Context: an optimization exercise on an open-source flow, tuned for small area and a short achievable clock period. The choices shown serve that exercise and are no tape-out recipe. In this exercise RTL edits were held to simulation tests only and were not proved equivalent to the original. No activity file was given, so power comes from the tool's default toggle rates.

===== flow/constraint.sdc =====
create_clock -name core_clock -period 5.5 [get_ports {clock}]
set_input_delay 1.1000 -clock core_clock [delete_from_list [all_inputs] [get_ports {clock}]]
set_output_delay 1.1000 -clock core_clock [all_outputs]
set_load 0.01 [all_outputs]

===== flow/run.sh =====
#!/bin/bash
# synth_recipe.tcl (not shown) runs the flow's synth.tcl, then flattens the netlist and writes it again
# the make line also repeats each setting of config.mk as NAME=value (left out here)
make -C /OpenROAD-flow-scripts/flow DESIGN_CONFIG=/design/flow/config.mk WORK_HOME=/design/flow/orfs CLKGATE_MAP_FILE= SYNTH_SCRIPT=/design/flow/synth_recipe.tcl finish

===== flow/config.mk =====
export PLATFORM = sky130hd
export DESIGN_NAME = ap_ctrl_txn_monitor
export DESIGN_NICKNAME = ap_ctrl_txn_monitor
export VERILOG_FILES = /design/flow/design.v
export SDC_FILE = /design/flow/constraint.sdc
export NUM_CORES = 4
export LEC_CHECK = 0
export CAP_MARGIN = 20
export CORE_MARGIN = 2
export CORE_UTILIZATION = 40
export CTS_BUF_LIST = sky130_fd_sc_hd__clkbuf_16
export CTS_CLUSTER_DIAMETER = 80
export CTS_CLUSTER_SIZE = 25
export PLACE_DENSITY = 0.75
export SETUP_SLACK_MARGIN = 3.6
export SLEW_MARGIN = 20
export TNS_END_PERCENT = 0

===== flow/design.v =====
module ap_ctrl_txn_monitor #(
    parameter int N_CH      = 8,
    parameter int CNT_W     = 16,
    parameter int TXN_DEPTH = 4,
    parameter int CH_W      = (N_CH > 1) ? $clog2(N_CH) : 1
) (
    input  logic              clock,
    input  logic              reset,
    input  logic              finish,
    input  logic [N_CH-1:0]   ap_start,
    input  logic [N_CH-1:0]   ap_ready,
    input  logic [N_CH-1:0]   ap_done,
    input  logic [N_CH-1:0]   ap_continue,
    input  logic [N_CH-1:0]   clr,
    input  logic              rd_en,
    input  logic [CH_W-1:0]   rd_ch,
    input  logic [2:0]        rd_sel,
    output logic              rd_valid,
    output logic [CNT_W-1:0]  rd_data,
    output logic [N_CH-1:0]   busy,
    output logic [N_CH-1:0]   err,
    output logic              frozen
);
    localparam int RD_N = 2 ** CH_W;
    function automatic logic add_cout(input logic [CNT_W-1:0] a,
                                      input logic [CNT_W-1:0] b, input logic cin);
        logic [CNT_W-1:0] gg, pp;
        gg = a & b;
        pp = a | b;
        gg[0] = gg[0] | (pp[0] & cin);
        for (int l = 0; (1 << l) < CNT_W; l++)
            for (int i = CNT_W - 1; i >= (1 << l); i--) begin
                gg[i] = gg[i] | (pp[i] & gg[i - (1 << l)]);
                pp[i] = pp[i] & pp[i - (1 << l)];
            end
        add_cout = gg[CNT_W-1];
    endfunction
    function automatic logic [CNT_W-1:0] low_ones(input logic [CNT_W-1:0] v);
        logic [CNT_W-1:0] pa;
        pa = {v[CNT_W-2:0], 1'b1};
        for (int l = 0; (1 << l) < CNT_W; l++)
            for (int i = CNT_W - 1; i >= (1 << l); i--) pa[i] = pa[i] & pa[i - (1 << l)];
        low_ones = pa;
    endfunction
    logic [CNT_W-1:0] ts_q;       
    logic             frozen_q;
    logic             rd_valid_q;
    logic [CNT_W-1:0] rd_data_q;
    logic [CNT_W-1:0] rd_val [N_CH];
    always_ff @(posedge clock) begin
        if (!reset) begin
            ts_q     <= '0;
            frozen_q <= 1'b0;
        end else begin
            if (!frozen_q) begin
                ts_q  <= ts_q ^ low_ones(ts_q);
            end
            if (finish) frozen_q <= 1'b1;
        end
    end
    for (genvar g = 0; g < N_CH; g++) begin : g_ch
        logic [CNT_W-1:0] age_q [4];
        logic             busy_q, err_q;
        logic [4:0]       occ_q;      
        logic [2:0]       occ_bin;
        logic [CNT_W-1:0] txn_q, last_q, min_q, max_q, stall_q;
        logic             ovf_q, unf_q;
        logic             st, dn, empty, full, one;
        logic             push, pop, upd, push_only, pop_only, ovf_set, unf_set;
        logic             popf, pushf, run;
        logic [3:0]       wr_here;
        logic [CNT_W-1:0] age_inc [4];
        logic [CNT_W-1:0] lat;
        logic             ch_rst;
        logic [CNT_W-1:0] ch_val;
        logic             lt, gt;
        assign st    = ap_start[g] & ap_ready[g];
        assign dn    = ap_done[g] & ap_continue[g];
        assign empty = occ_q[0];
        assign one   = occ_q[1];
        assign full  = occ_q[4];
        assign occ_bin = {occ_q[4], occ_q[2] | occ_q[3], occ_q[1] | occ_q[3]};
        assign run   = !frozen_q;
        assign push_only = st & ~dn & ~full;
        assign ovf_set   = st & ~dn & full;
        assign pop_only  = dn & ~st & ~empty;
        assign unf_set   = dn & ~st & empty;
        assign upd       = (st & dn) | pop_only;
        assign pop       = dn & ~empty;           
        assign push      = push_only | (st & dn & ~empty);
        assign popf      = pop & run;
        assign pushf     = push & run;
        assign lat    = empty ? '0 : age_q[0];
        logic [CNT_W-1:0] tpre, spre;
        logic           tsat, ssat;
        assign lt     = ~add_cout(age_q[0], ~min_q, 1'b1);    
        assign gt     = ~add_cout(max_q, ~age_q[0], 1'b1);    
        for (genvar i = 0; i < 4; i++) begin : g_age
            logic [CNT_W-1:0] pre;
            assign wr_here[i] = pushf && (pop ? occ_q[i + 1] : occ_q[i]);
            assign pre        = low_ones(age_q[i]);
            assign age_inc[i] = age_q[i] ^ ({CNT_W{run}} & pre);
        end
        always_ff @(posedge clock) begin
            for (int i = 0; i < 4; i++)
                if (wr_here[i])           age_q[i] <= CNT_W'(1);
                else if (popf && i < 3)   age_q[i] <= age_inc[(i + 1) % 4];
                else                      age_q[i] <= age_inc[i];
        end
        assign tpre = low_ones(txn_q);
        assign spre = low_ones(stall_q);
        assign tsat = tpre[CNT_W-1] & txn_q[CNT_W-1];
        assign ssat = spre[CNT_W-1] & stall_q[CNT_W-1];
        assign ch_rst    = !reset || (clr[g] && !frozen_q);
        always_ff @(posedge clock) begin
            if (ch_rst) begin
                busy_q   <= 1'b0;
                err_q    <= 1'b0;
                occ_q    <= 5'b00001;
                txn_q    <= '0;
                last_q   <= '0;
                min_q    <= '1;
                max_q    <= '0;
                stall_q  <= '0;
                ovf_q    <= 1'b0;
                unf_q    <= 1'b0;
            end else if (!frozen_q) begin
                err_q  <= err_q | ovf_set | unf_set;
                busy_q <= ~(err_q | ovf_set | unf_set) & (push_only | (~empty & ~(pop_only & one)));
                if (push_only) occ_q <= {occ_q[3:0], 1'b0};
                else if (pop_only) occ_q <= {1'b0, occ_q[4:1]};
                if (upd) begin
                    txn_q  <= txn_q ^ ({CNT_W{~tsat}} & tpre);
                    last_q <= lat;
                    if (empty || lt) min_q <= lat;
                    if (!empty && gt) max_q <= age_q[0];
                end
                if (ap_done[g] && !ap_continue[g])
                    stall_q <= stall_q ^ ({CNT_W{~ssat}} & spre);
                if (ovf_set) ovf_q <= 1'b1;
                if (unf_set) unf_q <= 1'b1;
            end
        end
        logic chs;
        assign chs = rd_en & (rd_ch == CH_W'(g));    
        always_comb begin
            ch_val = ({CNT_W{chs & (rd_sel == 3'd0)}} & txn_q)
                   | ({CNT_W{chs & (rd_sel == 3'd1)}} & last_q)
                   | ({CNT_W{chs & (rd_sel == 3'd2)}} & min_q)
                   | ({CNT_W{chs & (rd_sel == 3'd3)}} & max_q)
                   | ({CNT_W{chs & (rd_sel == 3'd4)}} & stall_q)
                   | ({CNT_W{chs & (rd_sel == 3'd5)}} & CNT_W'(occ_bin))
                   | ({CNT_W{chs & (rd_sel == 3'd6)}} & {{(CNT_W-2){1'b0}}, unf_q, ovf_q});
        end
        assign rd_val[g] = ch_val;
        assign busy[g]   = busy_q;
        assign err[g]    = err_q;
    end
    logic [CNT_W-1:0] rd_or;
    always_comb begin
        rd_or = (rd_en && rd_sel == 3'd7 && int'(rd_ch) < N_CH) ? ts_q : '0;
        rd_or = rd_or | ({CNT_W{~rd_en}} & rd_data_q);    
        for (int i = 0; i < N_CH; i++) rd_or = rd_or | rd_val[i];
    end
    always_ff @(posedge clock) begin
        if (!reset) begin
            rd_valid_q <= 1'b0;
            rd_data_q  <= '0;
        end else begin
            rd_valid_q <= rd_en;
            rd_data_q  <= rd_or;
        end
    end
    assign rd_valid = rd_valid_q;
    assign rd_data  = rd_data_q;
    assign frozen   = frozen_q;
endmodule

==> run notes, run 1 <==
- Die Wd: roughly 400 um
- Sequential-to-total area share from yosys stat: approximately two fifths
- Post-synthesis compound-gate area fraction: a little over 20%
- Hold WS: roughly 0.47 ns
- RePlAce Congestion: approximately 1.1
- Num CTS Buffers: 76
- Minimum clock period: between 2 and 3 ns
- Ports: between 80 and 90
- Simple-gate share of the synthesized area: 21.0%
- CTS tree: built
- Critical Path Source Type: input pin
- Clock Path Buffers: 3
- First-pass GRT wire length: about 380 mm
- Setup TNS: 0 ns
- Final wirelength: 277 mm
- Non-Filler Instances: 9405
- Combinational share of power: between 20% and 30%
- Clock Sinks: roughly 1300
- Post-synth EDFFs: 0
- Yosys warning count: 18
- Clk Tree Root Cell: clkbuf_16
- P_int: between 0.015 and 0.02 W
- Port bufs: 83
- Nets: around 7400
- Leading area contributor after synthesis: dfxtp_1
- Clock skew: ~0.040 ns
- Largest net degree at the start of global routing: 90
- Syn Std Cell Area: 61400 um2
- Post-synth top area share: about two fifths
- Tot Pwr: ~0.025 W
- Peak supply drop: around 0.00034 V
- Drt pass-1 iters: 8
- Mapped Cells: approximately 7300
- P_leak: about 25 nW
- H-tree depth: 3
- Floorplan row count: about 140
- Drc violations: 0
- Most numerous cell in the Yosys netlist: dfxtp_1
- Via count: approximately 58000
- Worst setup path category: in -> reg
- Initial antenna violation count: 31
- Sw power: 0.00851 W
- Final Hold Fails: 0
- Syn Nets: around 7400
- Max Cap Viol: 0
- Post-synthesis xor/xnor area fraction: roughly a tenth
- Switching Share: between 30 and 40%
- Routed WL per cell: approximately 29 um
- Core area: between 150000 and 200000 um2
- Fmax: around 350 MHz
- Inst Count DP: between 9000 and 10000
- Layout area overhead: 14.1%
- Vias/cell: 6.15
- Grt ovf: 0
- Die Y-Extent: 396 um
- DPL Wire Length: around 210 mm
- Max Slew Vio Count: 0
- Layout cells sized above 1: roughly 12%
- Die area: around 160000 um2
- Crit path max fanout: 16
- Initial DRC count: a little under 7000
- Syn Area/Cell: about 8.4 um2
- Vias in the first global route: between 50000 and 60000
- Post-layout util: 46.0%
- Initial Utilization: roughly two fifths
- Dominant synthesized flop cell: dfxtp_1
- Distinct cells, synth: 97
- Seq pwr share: around half
- Final worst-path cycle share: about half
- Max_slew headroom: 27.7%
- Worst EP arrival: 3.41 ns
- Worst Hold Class: reg -> reg
- Synth cell count leaders: 1258 x dfxtp_1, 1173 x nor2_1, 463 x nand2_1
- Post-synthesis mux area share: less than 1%
- Skew-Pair Late Insertion Delay: between 0.7 and 0.8 ns
- Main combinational cell family by area after synthesis: simple AND/OR/NAND/NOR gates
- Post-route ant nets: 0
- Power per standard cell area: roughly 350 nW/um2
- Clock share of power: 26.5%
- Top cells by area, synth: dfxtp_1 41%, nor2_1 7.2%, xnor2_1 5.3%
- Worst-margin pin slew: 1.08 ns
- CP Capture Type: flop
- Fraction of registers with async set/reset: 0%
- RSZ-0062 raised after global routing: true
- Number of synthesized register bits: approximately 1300
- GRT Total Usage: 33.6%
- Post-Synth Adder-Cell Area: roughly 1.7%
- Final setup viols: 0
- Status: finished clean
- Critical path required time: between 6 and 7 ns
- Clk slew on worst S/H paths: 0.10 ns
## power groups by stage
stage	Combinational [W]	Sequential, W	Clock, W
after floorplan	0.00447	0.0120	0
after global placement	0.00493	0.0127	0
after detailed placement	0.00510	0.0128	0
after CTS	0.00530	0.0126	0.00669
after global routing	0.00615	0.0129	0.00700
final	0.00552	0.0127	0.00659
## through the flow
stage	setup slack [ns]	area, um2
floorplan	2.83	61800
global placement	0.692	64100
detailed placement	0.803	64100
CTS	2.79	68500
global route	2.73	70000
finish	2.68	70100
## registers in the layout (all words and copies together) (netlist names), 16 cells and up
signal	count
ts_q	16
g_ch.stall_q	128
rd_data_q	16
g_ch.last_q	128
g_ch.min_q	128
g_ch.age_q	512
g_ch.occ_q	40
g_ch.max_q	128
g_ch.txn_q	128
## logic make-up (layout without fill, tap and decap cells)
group	count (synthesis)	in the layout
AND/OR/NAND/NOR	2749	2749
AO/OA/AOI/OAI	1747	1753
flip-flops	1258	1258
buffers and inverters	733	765
XOR/XNOR	696	696
adder cells (fa/ha/maj)	92	92
multiplexers	47	47
other	0	15
## layout make-up
class,instances,area [um2]
well taps,2030,2540
multi-input cells,5337,35100
clock buffers,77,1930
flip-flops and latches,1258,25300
fillers,14500,82200
diodes,15,37.5
clock inverters,51,708
inverters,262,998
repair buffers,375,3500
## cells in the final DEF, fill, tap and decap left out, types with 41 or more instances in the layout
cell       netlist  layout
nand2_1        463     442
nor3_1         131     107
nand4_1        112     112
a21oi_1        321     314
dfxtp_1       1258    1202
clkbuf_16        0      80
xor2_1         322     320
and2_1          63      59
a211oi_1       328     322
ha_1            49      49
a221oi_1       116      91
a22o_1          94      94
o22ai_1         49      49
inv_1          259     256
a221o_1        111     109
nor2b_1         91      79
buf_4           22     242
nor2_1        1173    1115
a31oi_1         56      52
mux2i_1         46      46
dfxtp_2          0      41
nand3_1        349     337
o21ai_0        177     171
and3_1          99      89
a22oi_1        260     259
nand2b_1        66      62
xnor2_1        374     367
## what timing repair did
| action | in CTS | in global routing |
|---|---|---|
| endpoints found under the setup margin | 1291 | 1292 |
| hold buffers | 0 | 0 |
| endpoints found under the hold margin | 0 | 0 |
| gates resized for setup | 334 | 201 |
| pin swaps | 50 | 68 |
| gates cloned | 6 | 7 |
| setup buffers | 74 | 79 |
## metal layers
layer	share of wire [%]	track usage, %	vias to the layer above
met1	43	45.4	28600
li1	-	-	26200
met4	6.4	18.2	12
met3	7.4	5.32	490
met2	43	51.3	2578
met5	0.032	0	-
## worst max-delay path, stage by stage
cell and delay, ns:
buf_2 0.21, nand2b_4 0.19, or2_4 0.16, buf_4 0.14, nor2_2 0.03, buf_4 0.24
a22o_1 0.32, a221oi_1 0.24, nand3_1 0.23, nor3_2 0.32, a31oi_1 0.20
## final timing paths
check / startpoint / to / slack (ns) / cells past startpoint
setup reg to reg: g_ch[0].max_q[8]$_SDFFE_PP0P_ / g_ch[0].max_q[2]$_SDFFE_PP0P_ / 2.81 / 8
setup / recovery: rd_ch[0] / rd_data_q[14]$_SDFF_PN0_ / 2.68 / 11
hold reg to reg: g_ch[0].busy_q$_SDFFE_PP0N_ / g_ch[0].busy_q$_SDFFE_PP0N_ / 0.47 / 2
hold / removal: g_ch[0].busy_q$_SDFFE_PP0N_ / g_ch[0].busy_q$_SDFFE_PP0N_ / 0.47 / 2
==> inputs of run 2 (changes only) <==
--- a/flow/design.v
+++ b/flow/design.v
@@ -60,7 +60,6 @@
     end
     for (genvar g = 0; g < N_CH; g++) begin : g_ch
         logic [CNT_W-1:0] age_q [4];
-        logic             busy_q, err_q;
         logic [4:0]       occ_q;      
         logic [2:0]       occ_bin;
         logic [CNT_W-1:0] txn_q, last_q, min_q, max_q, stall_q;
@@ -114,8 +113,6 @@
         assign ch_rst    = !reset || (clr[g] && !frozen_q);
         always_ff @(posedge clock) begin
             if (ch_rst) begin
-                busy_q   <= 1'b0;
-                err_q    <= 1'b0;
                 occ_q    <= 5'b00001;
                 txn_q    <= '0;
                 last_q   <= '0;
@@ -125,8 +122,6 @@
                 ovf_q    <= 1'b0;
                 unf_q    <= 1'b0;
             end else if (!frozen_q) begin
-                err_q  <= err_q | ovf_set | unf_set;
-                busy_q <= ~(err_q | ovf_set | unf_set) & (push_only | (~empty & ~(pop_only & one)));
                 if (push_only) occ_q <= {occ_q[3:0], 1'b0};
                 else if (pop_only) occ_q <= {1'b0, occ_q[4:1]};
                 if (upd) begin
@@ -142,7 +137,7 @@
             end
         end
         logic chs;
-        assign chs = rd_en & (rd_ch == CH_W'(g));    
+        assign chs = (rd_ch == CH_W'(g));
         always_comb begin
             ch_val = ({CNT_W{chs & (rd_sel == 3'd0)}} & txn_q)
                    | ({CNT_W{chs & (rd_sel == 3'd1)}} & last_q)
@@ -153,13 +148,12 @@
                    | ({CNT_W{chs & (rd_sel == 3'd6)}} & {{(CNT_W-2){1'b0}}, unf_q, ovf_q});
         end
         assign rd_val[g] = ch_val;
-        assign busy[g]   = busy_q;
-        assign err[g]    = err_q;
+        assign busy[g]   = ~empty & ~ovf_q & ~unf_q;
+        assign err[g]    = ovf_q | unf_q;
     end
     logic [CNT_W-1:0] rd_or;
     always_comb begin
-        rd_or = (rd_en && rd_sel == 3'd7 && int'(rd_ch) < N_CH) ? ts_q : '0;
-        rd_or = rd_or | ({CNT_W{~rd_en}} & rd_data_q);    
+        rd_or = (rd_sel == 3'd7 && int'(rd_ch) < N_CH) ? ts_q : '0;
         for (int i = 0; i < N_CH; i++) rd_or = rd_or | rd_val[i];
     end
     always_ff @(posedge clock) begin
@@ -168,7 +162,7 @@
             rd_data_q  <= '0;
         end else begin
             rd_valid_q <= rd_en;
-            rd_data_q  <= rd_or;
+            if (rd_en) rd_data_q <= rd_or;
         end
     end
     assign rd_valid = rd_valid_q;
==> run 2 against run 1 <==
Against the previous run: hold slack improved by 0.023 ns; die area decreased by 1.3%; combinational power decreased by 3%; critical endpoint is now rd_data_q[7]$_SDFFE_PN0P_.
==> run notes, run 2 <==
- Status: finished clean
- Crit-path cells: buf_2, nor2_1, nand2_4, nor2_2, buf_4, a222oi_1, nand4_1, nor4_1, nor2_1
- Inst Count DP: 9112 (+0.18%)
- Sequential-to-total area share from yosys stat: 41.0% (about the same)
- Most frequent cells in the layout: 1194 x dfxtp_1, 1013 x nor2_1, 732 x nand2_1
- Most numerous cell in the Yosys netlist: dfxtp_1
- Reg2Reg Setup Slack: 2.79 ns (-0.02 ns)
- H-tree depth: 3 (unchanged)
- Nets: 7457 (+0.65%)
- Via count: 57600 (-0.53%)
- Post-route ant nets: 0 (unchanged)
- Drc violations: 0 (unchanged)
- Final WS setup: 2.73 ns (+0.0427 ns)
- Post-CTS Hold Buffers: 0 (unchanged)
- Die area: 155000 um2 (-1.3%)
- Layout area overhead: 14.9%
- Post-synthesis compound-gate area fraction: 19.0% (-1.7 points)
- Num CTS Buffers: 75 (-1.3%)
- Peak supply drop: 0.000262 V (-22%)
- Post-synthesis mux area share: 1.37% (+0.61 points)
- Syn Area/Cell: 8.28 um2 (-1.3%)
- Mapped Cells: 7319 (-0.041%)
- Number of synthesized register bits: 1242 (-1.3%)
- Simple-gate share of the synthesized area: 22.8% (+1.7 points)
- Critical path required time: 6.12 ns (+0.03 ns)
- Syn Nets: 7418 (-0.040%)
- Critical Path Source Type: input pin
- RSZ-0062 raised after global routing: true
- Setup TNS: 0 ns (unchanged)
- Max Slew Vio Count: 0 (unchanged)
- Clock Path Buffers: 3 (unchanged)
- Non-Filler Instances: 9437 (+0.34%)
- Routed WL per cell: 29.2 um (-0.62%)
- Hold path endpoint: g_ch[1].last_q[11]$_SDFFE_PP0P_
- Fmax: 360 MHz (+1.5%)
- Pre-CTS setup slack: 1.15 ns (+0.345 ns)
- Crit path max fanout: 11 (-5)
- Yosys warning count: 18 (unchanged)
- Die Wd: 393 um (-0.66%)
- Critical Path Most Common Cell: nor2_1
- Syn Std Cell Area: 60600 um2 (-1.3%)
- Post-synth EDFFs: 0 (unchanged)
- Post-synth top area share: 41.0% (about the same)
- Final setup viols: 0 (unchanged)
- Initial DRC count: 6535 (-5.9%)
- Power per standard cell area: 347 nW/um2 (-2.1%)
- RePlAce Congestion: 1.13 (+2.6%)
- Flip-flop count of the largest register after layout: 512 (unchanged)
- R2r worst-path depth: 8 (unchanged)
- Initial Utilization: 40.4% (about the same)
- Clk Tree Root Cell: clkbuf_16
- Layout cells sized above 1: 11.5% (-0.10 points)
- GRT Total Usage: 34.1% (+0.51 points)
- Worst Hold Class: reg -> reg
- Fraction of registers with async set/reset: 0% (unchanged)
- Most flop-heavy register: g_ch.age_q
- Vias in the first global route: 52300 (+0.83%)
- Final Hold Fails: 0 (unchanged)
- Kind of cell adding the most delay to the critical path: simple AND/OR/NAND/NOR gates
- Worst r2r dst: g_ch[3].txn_q[7]$_SDFFE_PP0P_
- Minimum clock period: 2.77 ns (-0.0427 ns)
- Worst reg2reg path startpoint: g_ch[3].txn_q[2]$_SDFFE_PP0P_
- CP Capture Type: flop
- Delay of the slowest critical-path stage: 0.64 ns (+0.32 ns)
- Post-synthesis xor/xnor area fraction: 10.0% (+0.076 points)
- Post-layout util: 46.4% (+0.34 points)
- P_leak: 24.6 nW (+0.30%)
- Ports: 84 (unchanged)
- Top cells by area, synth: dfxtp_1 41%, nor2_1 6.8%, xnor2_1 5.7%
- Max_slew headroom: 22.7% (-5.0 points)
- Initial antenna violation count: 42 (+35%)
- Largest net degree at the start of global routing: 81 (-10%)
- Grt ovf: 0 (unchanged)
- Worst-margin pin slew: 1.16 ns (+0.0770 ns)
- Clock Sinks: 1242 (-1.3%)
- Hold path cells: 2 (unchanged)
- Core area: 150000 um2 (-1.4%)
- Die Y-Extent: 393 um (-0.66%)
- Main combinational cell family by area after synthesis: simple AND/OR/NAND/NOR gates
- Worst Hold Launch: g_ch[1].last_q[11]$_SDFFE_PP0P_
- Vias/cell: 6.10 (-0.87%)
- CP Buf/Inv Count: 2 (-1)
- Max Cap Viol: 0 (unchanged)
- Skew-Pair Late Insertion Delay: 0.76 ns (+0.02 ns)
- Post-Synth Adder-Cell Area: 1.62% (-0.086 points)
- Dominant synthesized flop cell: dfxtp_1
- Final worst-path cycle share: 50.4% (-0.78 points)
- Distinct cells, synth: 100 (+3.1%)
- Worst setup path category: in -> reg
- DPL Wire Length: 210 mm (-0.65%)
- Slowest CP cell: a222oi_1
- Leading area contributor after synthesis: dfxtp_1
- CTS tree: built
- Clk slew on worst S/H paths: 0.09 ns (about the same)
- Most common cell after layout, fill and taps aside: dfxtp_1
- Final wirelength: 276 mm (-0.29%)
- Drt pass-1 iters: 7 (-1)
- Clock skew: 0.0534 ns (+0.0135 ns)
- Port bufs: 83 (unchanged)
- Worst EP arrival: 3.39 ns (-0.02 ns)
- Floorplan row count: 142 (-0.70%)
- First-pass GRT wire length: 380 mm (-0.70%)
- Synth cell count leaders: 1242 x dfxtp_1, 1095 x nor2_1, 743 x nand2_1
## run 2: cell count changes in the layout (fill, tap and decap cells not counted), sizes merged, moves of 36 or more
cell / before / now
mux2i: 46 / 82
o211ai: 25 / 117
a221o: 116 / 32
a22oi: 260 / 198
nor2: 1173 / 1097
nand2: 463 / 743
## run 2: routing by layer
metal | vias to the layer above | global-route usage [%] | wire length (um)
met1 | 28400 | 44.7 | 114000
met5 | - | 0 | 170
met4 | 28 | 18.6 | 19100
li1 | 26000 | - | -
met2 | 2590 | 52.6 | 120000
met3 | 574 | 6.68 | 22900
## run 2: final cells by class
type	instances	area, um2
repair buffers	368	3530
flip-flops and latches	1242	25000
fillers	14300	80500
clock buffers	77	1930
inverters	242	926
multi-input cells	5429	35100
well taps	2016	2520
clock inverters	43	609
diodes	20	50.0
## run 2: what timing repair did
item,4_1_cts,5_1_grt
endpoints found under the setup margin,1268,1272
pin swaps,34,87
resized for setup,311,237
gates cloned,1,9
setup buffers,57,116
## run 2: kinds of logic (layout without fill, tap and decap cells)
| group | count (synthesis) | count (layout) |
|---|---|---|
| buffers and inverters | 650 | 730 |
| adders and majority gates | 85 | 85 |
| other | 0 | 20 |
| and+or+nand+nor | 2958 | 2959 |
| xor gates and xnor gates | 692 | 692 |
| DFF | 1242 | 1242 |
| muxes | 83 | 83 |
| AOI/OAI and AO/OA | 1609 | 1610 |
## run 2: worst register-to-register path: cells and delay by family (launching register included)
| family | cells | cell delay (ns) |
|---|---|---|
| xor+xnor | 1 | 0.14 |
| compound gates | 1 | 0.24 |
| simple gates | 6 | 1.47 |
| flops | 1 | 0.72 |
## run 2: per-stage QoR
stage / hold WS (ns) / cell area (um2) / power [W]
2_1_floorplan: 0.436 / 61000 / 0.0160
3_3_place_gp: 0.461 / 63500 / 0.0171
3_5_place_dp: 0.475 / 63500 / 0.0174
4_1_cts: 0.486 / 67400 / 0.0239
5_1_grt: 0.501 / 69600 / 0.0254
6_report: 0.489 / 69600 / 0.0241
## run 2: power breakdown
part	total, W	switching [W]	internal [W]	leakage [nW]
combinational	0.00536	0.00292	0.00244	13.2
sequential	0.0123	0.00174	0.0106	10.2
clock	0.00645	0.00359	0.00287	1.24
total	0.0241	0.00824	0.0159	24.6
## run 2: worst max-delay path by stage
stage	depth (start not counted)	end	start
finish	9	rd_data_q[7]$_SDFFE_PN0P_	rd_ch[1]
global route	9	g_ch[2].max_q[8]$_SDFFE_PP0P_	g_ch[2].age_q[0][7]$_SDFF_PP0_
CTS	3	busy[4]	g_ch[4].ovf_q$_SDFFE_PP0P_
detailed placement	9	rd_data_q[14]$_SDFFE_PN0P_	rd_sel[1]
global placement	8	rd_data_q[15]$_SDFFE_PN0P_	rd_sel[2]
floorplan	9	g_ch[5].txn_q[14]$_SDFFE_PP0P_	ap_start[5]
==> inputs of run 3 (changes only) <==
--- a/flow/config.mk
+++ b/flow/config.mk
@@ -9,8 +9,8 @@
 export CORE_MARGIN = 2
 export CORE_UTILIZATION = 40
 export CTS_BUF_LIST = sky130_fd_sc_hd__clkbuf_16
-export CTS_CLUSTER_DIAMETER = 80
-export CTS_CLUSTER_SIZE = 25
+export CTS_CLUSTER_DIAMETER = 100
+export CTS_CLUSTER_SIZE = 30
 export PLACE_DENSITY = 0.75
 export SETUP_SLACK_MARGIN = 3.6
 export SLEW_MARGIN = 20
==> run 3 against run 2 <==
Against the previous run: still clean; count of clock-buffer cells in the layout fell by 22; final cell count fell by 0.93%; clock skew fell by 0.0091 ns; critical path depth fell by 3; core utilization fell by 0.96 points.
==> run notes, run 3 <==
- Status: finished clean
- Max Cap Viol: 0 (unchanged)
- Layout fillers: 14500 (+1.1%)
- Clock skew: 0.0443 ns (-0.00909 ns)
- Clock Path Buffers: 3 (unchanged)
- Final wirelength: 274 mm (-0.71%)
- Number of synthesized register bits: 1242 (unchanged)
- Die Y-Extent: 393 um (unchanged)
- Post-synth EDFFs: 0 (unchanged)
- Grt ovf: 0 (unchanged)
- Top cells by area, synth: dfxtp_1 41%, nor2_1 6.8%, xnor2_1 5.7%
- Initial Utilization: 40.4% (unchanged)
- Skew-Pair Late Insertion Delay: 0.74 ns (-0.02 ns)
- CP Capture Type: flop
- Hold path endpoint: g_ch[1].last_q[11]$_SDFFE_PP0P_
- H-tree depth: 2 (-1)
- Drc violations: 0 (unchanged)
- Synth cell count leaders: 1242 x dfxtp_1, 1095 x nor2_1, 743 x nand2_1
- Setup TNS: 0 ns (unchanged)
- Hold path cells: 2 (unchanged)
- Worst Hold Launch: g_ch[1].last_q[11]$_SDFFE_PP0P_
- Minimum clock period: 2.84 ns (+0.0627 ns)
- Fraction of registers with async set/reset: 0% (unchanged)
- RSZ-0062 raised after global routing: true
- Syn Area/Cell: 8.28 um2 (unchanged)
- Via count: 57200 (-0.63%)
- Syn Nets: 7418 (unchanged)
- Initial DRC count: 6625 (+1.4%)
- Final setup viols: 0 (unchanged)
- Final Hold Fails: 0 (unchanged)
- Reg2Reg Setup Slack: 2.72 ns (-0.07 ns)
- Critical Path Source Type: input pin
- Worst-margin pin slew: 1.18 ns (+0.0206 ns)
- Flip-flop count of the largest register after layout: 512 (unchanged)
- Initial antenna violation count: 42 (unchanged)
- Post-layout util: 45.4% (-0.96 points)
- DPL Wire Length: 210 mm (unchanged)
- Routed WL per cell: 29.3 um (+0.23%)
- Largest net degree at the start of global routing: 81 (unchanged)
- Most numerous cell in the Yosys netlist: dfxtp_1
- Distinct cells, synth: 100 (unchanged)
- Worst Hold Class: reg -> reg
- Worst reg2reg path startpoint: frozen_q$_SDFFE_PN0P_
- Max Slew Vio Count: 0 (unchanged)
- Worst r2r dst: g_ch[6].max_q[0]$_SDFFE_PP0P_
- Crit path max fanout: 14 (+3)
- Fmax: 352 MHz (-2.2%)
- Die Wd: 393 um (unchanged)
- Floorplan row count: 142 (unchanged)
- Final worst-path cycle share: 51.6% (+1.1 points)
- P_leak: 23.8 nW (-3.2%)
- Critical path required time: 6.10 ns (-0.02 ns)
- Most common cell after layout, fill and taps aside: dfxtp_1
- Most frequent cells in the layout: 1194 x dfxtp_1, 1014 x nor2_1, 729 x nand2_1
- Most flop-heavy register: g_ch.age_q
- Clk Tree Root Cell: clkbuf_16
- Vias/cell: 6.12 (+0.30%)
- Dominant synthesized flop cell: dfxtp_1
- RePlAce Congestion: 1.13 (unchanged)
- Power per standard cell area: 335 nW/um2 (-3.5%)
- Tot Pwr: 0.0228 W (-5.5%)
- Core area: 150000 um2 (unchanged)
- Ports: 84 (unchanged)
- Yosys warning count: 18 (unchanged)
- CTS tree: built
- First-pass GRT wire length: 380 mm (about the same)
- Vias in the first global route: 52000 (-0.49%)
- GRT Total Usage: 34.0% (-0.075 points)
- Post-synth top area share: 41.0% (unchanged)
- Die area: 155000 um2 (unchanged)
- Max_slew headroom: 21.3% (-1.4 points)
- Worst setup path category: in -> reg
- Num CTS Buffers: 54 (-28%)
- R2r worst-path depth: 10 (+2)
- Leading area contributor after synthesis: dfxtp_1
- Post-route ant nets: 0 (unchanged)
- Layout area overhead: 12.5%
- Peak supply drop: 0.000309 V (+18%)
- Clk slew on worst S/H paths: 0.11 ns (+0.02 ns)
- Layout cells sized above 1: 10.1% (-1.4 points)
- Mapped Cells: 7319 (unchanged)
- Drt pass-1 iters: 8 (+1)
- Port bufs: 83 (unchanged)
- Syn Std Cell Area: 60600 um2 (unchanged)
- Sequential-to-total area share from yosys stat: 41.0% (unchanged)
- Nets: 7397 (-0.80%)
- Worst EP arrival: 3.44 ns (+0.05 ns)
- Clock Sinks: 1242 (unchanged)
[run 3: cell counts after synthesis]
Identical to the previous run, type by type.
[run 3: cell families (layout without fill, tap and decap cells)]
group | Yosys count | in the layout | share of synthesized area (%)
compound gates | 1609 | 1611 | 19.0
xor+xnor | 692 | 692 | 10.0
fa+ha+maj | 85 | 85 | 1.62
buf+inv | 650 | 646 | 4.26
flops | 1242 | 1242 | 41.0
mux | 83 | 83 | 1.37
other cells | 0 | 14 | 0
simple gates | 2958 | 2960 | 22.8
[run 3: final cells by class]
type	instances	area [um2]	area share (%)
repair buffers	327	3080	4.52
multi-input cells	5431	34900	51.2
flip-flops and latches	1242	25000	36.6
diodes	14	35.0	0.0514
inverters	242	921	1.35
clock inverters	22	352	0.516
well taps	2016	2520	3.70
clock buffers	55	1380	2.02
[run 3: stage by stage]
step	hold WS [ns]	std cells	area, um2	setup WS [ns]
global route	0.504	9338	68100	2.64
detailed placement	0.475	9112	63500	1.15
finish	0.491	9349	68200	2.66
floorplan	0.436	7319	61000	2.80
global placement	0.461	9112	63500	1.09
CTS	0.490	9256	66700	2.71
[run 3: power breakdown]
| part | switching, W | internal [W] | total, W |
|---|---|---|---|
| sequential | 0.00174 | 0.0106 | 0.0123 |
| clock | 0.00321 | 0.00201 | 0.00521 |
| combinational | 0.00288 | 0.00240 | 0.00528 |
[run 3: critical path, cell delays in order]
cell and delay (ns):
clkdlybuf4s15_1 0.81, nand2_1 0.10, a21oi_1 0.49, o221ai_1 0.42, nor4_2 0.39, a21oi_1 0.10
[run 3: worst max path at each step]
| stage | from | endpoint | cells after the start |
|---|---|---|---|
| finish | rd_en | rd_data_q[2]$_SDFFE_PN0P_ | 6 |
| global placement | rd_sel[2] | rd_data_q[15]$_SDFFE_PN0P_ | 8 |
| CTS | g_ch[4].ovf_q$_SDFFE_PP0P_ | busy[4] | 3 |
| detailed placement | rd_sel[1] | rd_data_q[14]$_SDFFE_PN0P_ | 9 |
| global route | frozen_q$_SDFFE_PN0P_ | g_ch[6].age_q[0][15]$_SDFF_PP0_ | 10 |
| floorplan | ap_start[5] | g_ch[5].txn_q[14]$_SDFFE_PP0P_ | 9 |
[run 3: per-layer routing]
metal  global-route usage [%]  vias up  wire length, um
met1                     45.0    28300           114000
met2                     52.6     2415           119000
met3                     5.87      560            21800
met4                     18.6       38            18200
met5                        0        -              241
li1                         -    25900                -
[run 3: timing repair]
| item | 4_1_cts | 5_1_grt |
|---|---|---|
| gates cloned | 2 | 6 |
| buffers inserted | 65 | 72 |
| resized for setup | 320 | 173 |
| pin swaps | 35 | 61 |
| hold buffers | 0 | 0 |
| setup endpoints to repair | 1268 | 1272 |

-- afterwards: timing with drivers on the ports --
The flow's constraints put no driver on any port. The routed layouts listed below were extracted and timed again, unchanged, in two steps.
Step 1 (the two cells are an assumption about what drives the block):
set clk [get_ports {clock}]
set_driving_cell -lib_cell sky130_fd_sc_hd__clkbuf_16 $clk
set_driving_cell -lib_cell sky130_fd_sc_hd__buf_2 [delete_from_list [all_inputs] $clk]
Step 2 times the ports against the registers' clock, not the clock port: input delays grow and output delays shrink by t, the midpoint of the rising clock arrivals with the driver on.
Slacks: no drivers / after step 1 / after step 2; pairs: no drivers / after step 1.
run	shift t [ns]	setup slack, ns	hold slack, ns	pins driven straight from the clock port
run 1	0.811	2.683 / 2.696 / 1.884	0.465 / 0.465 / 0.465	1
run 2	0.809	2.725 / 2.692 / 1.883	0.489 / 0.489 / 0.489	1
run 3	0.790	2.663 / 2.655 / 1.865	0.491 / 0.491 / 0.491	1
After both steps every run listed still meets setup and hold. For run 2, which loses most, drivers alone change the setup slack by -0.033 ns; drivers and shift together by -0.842 ns.
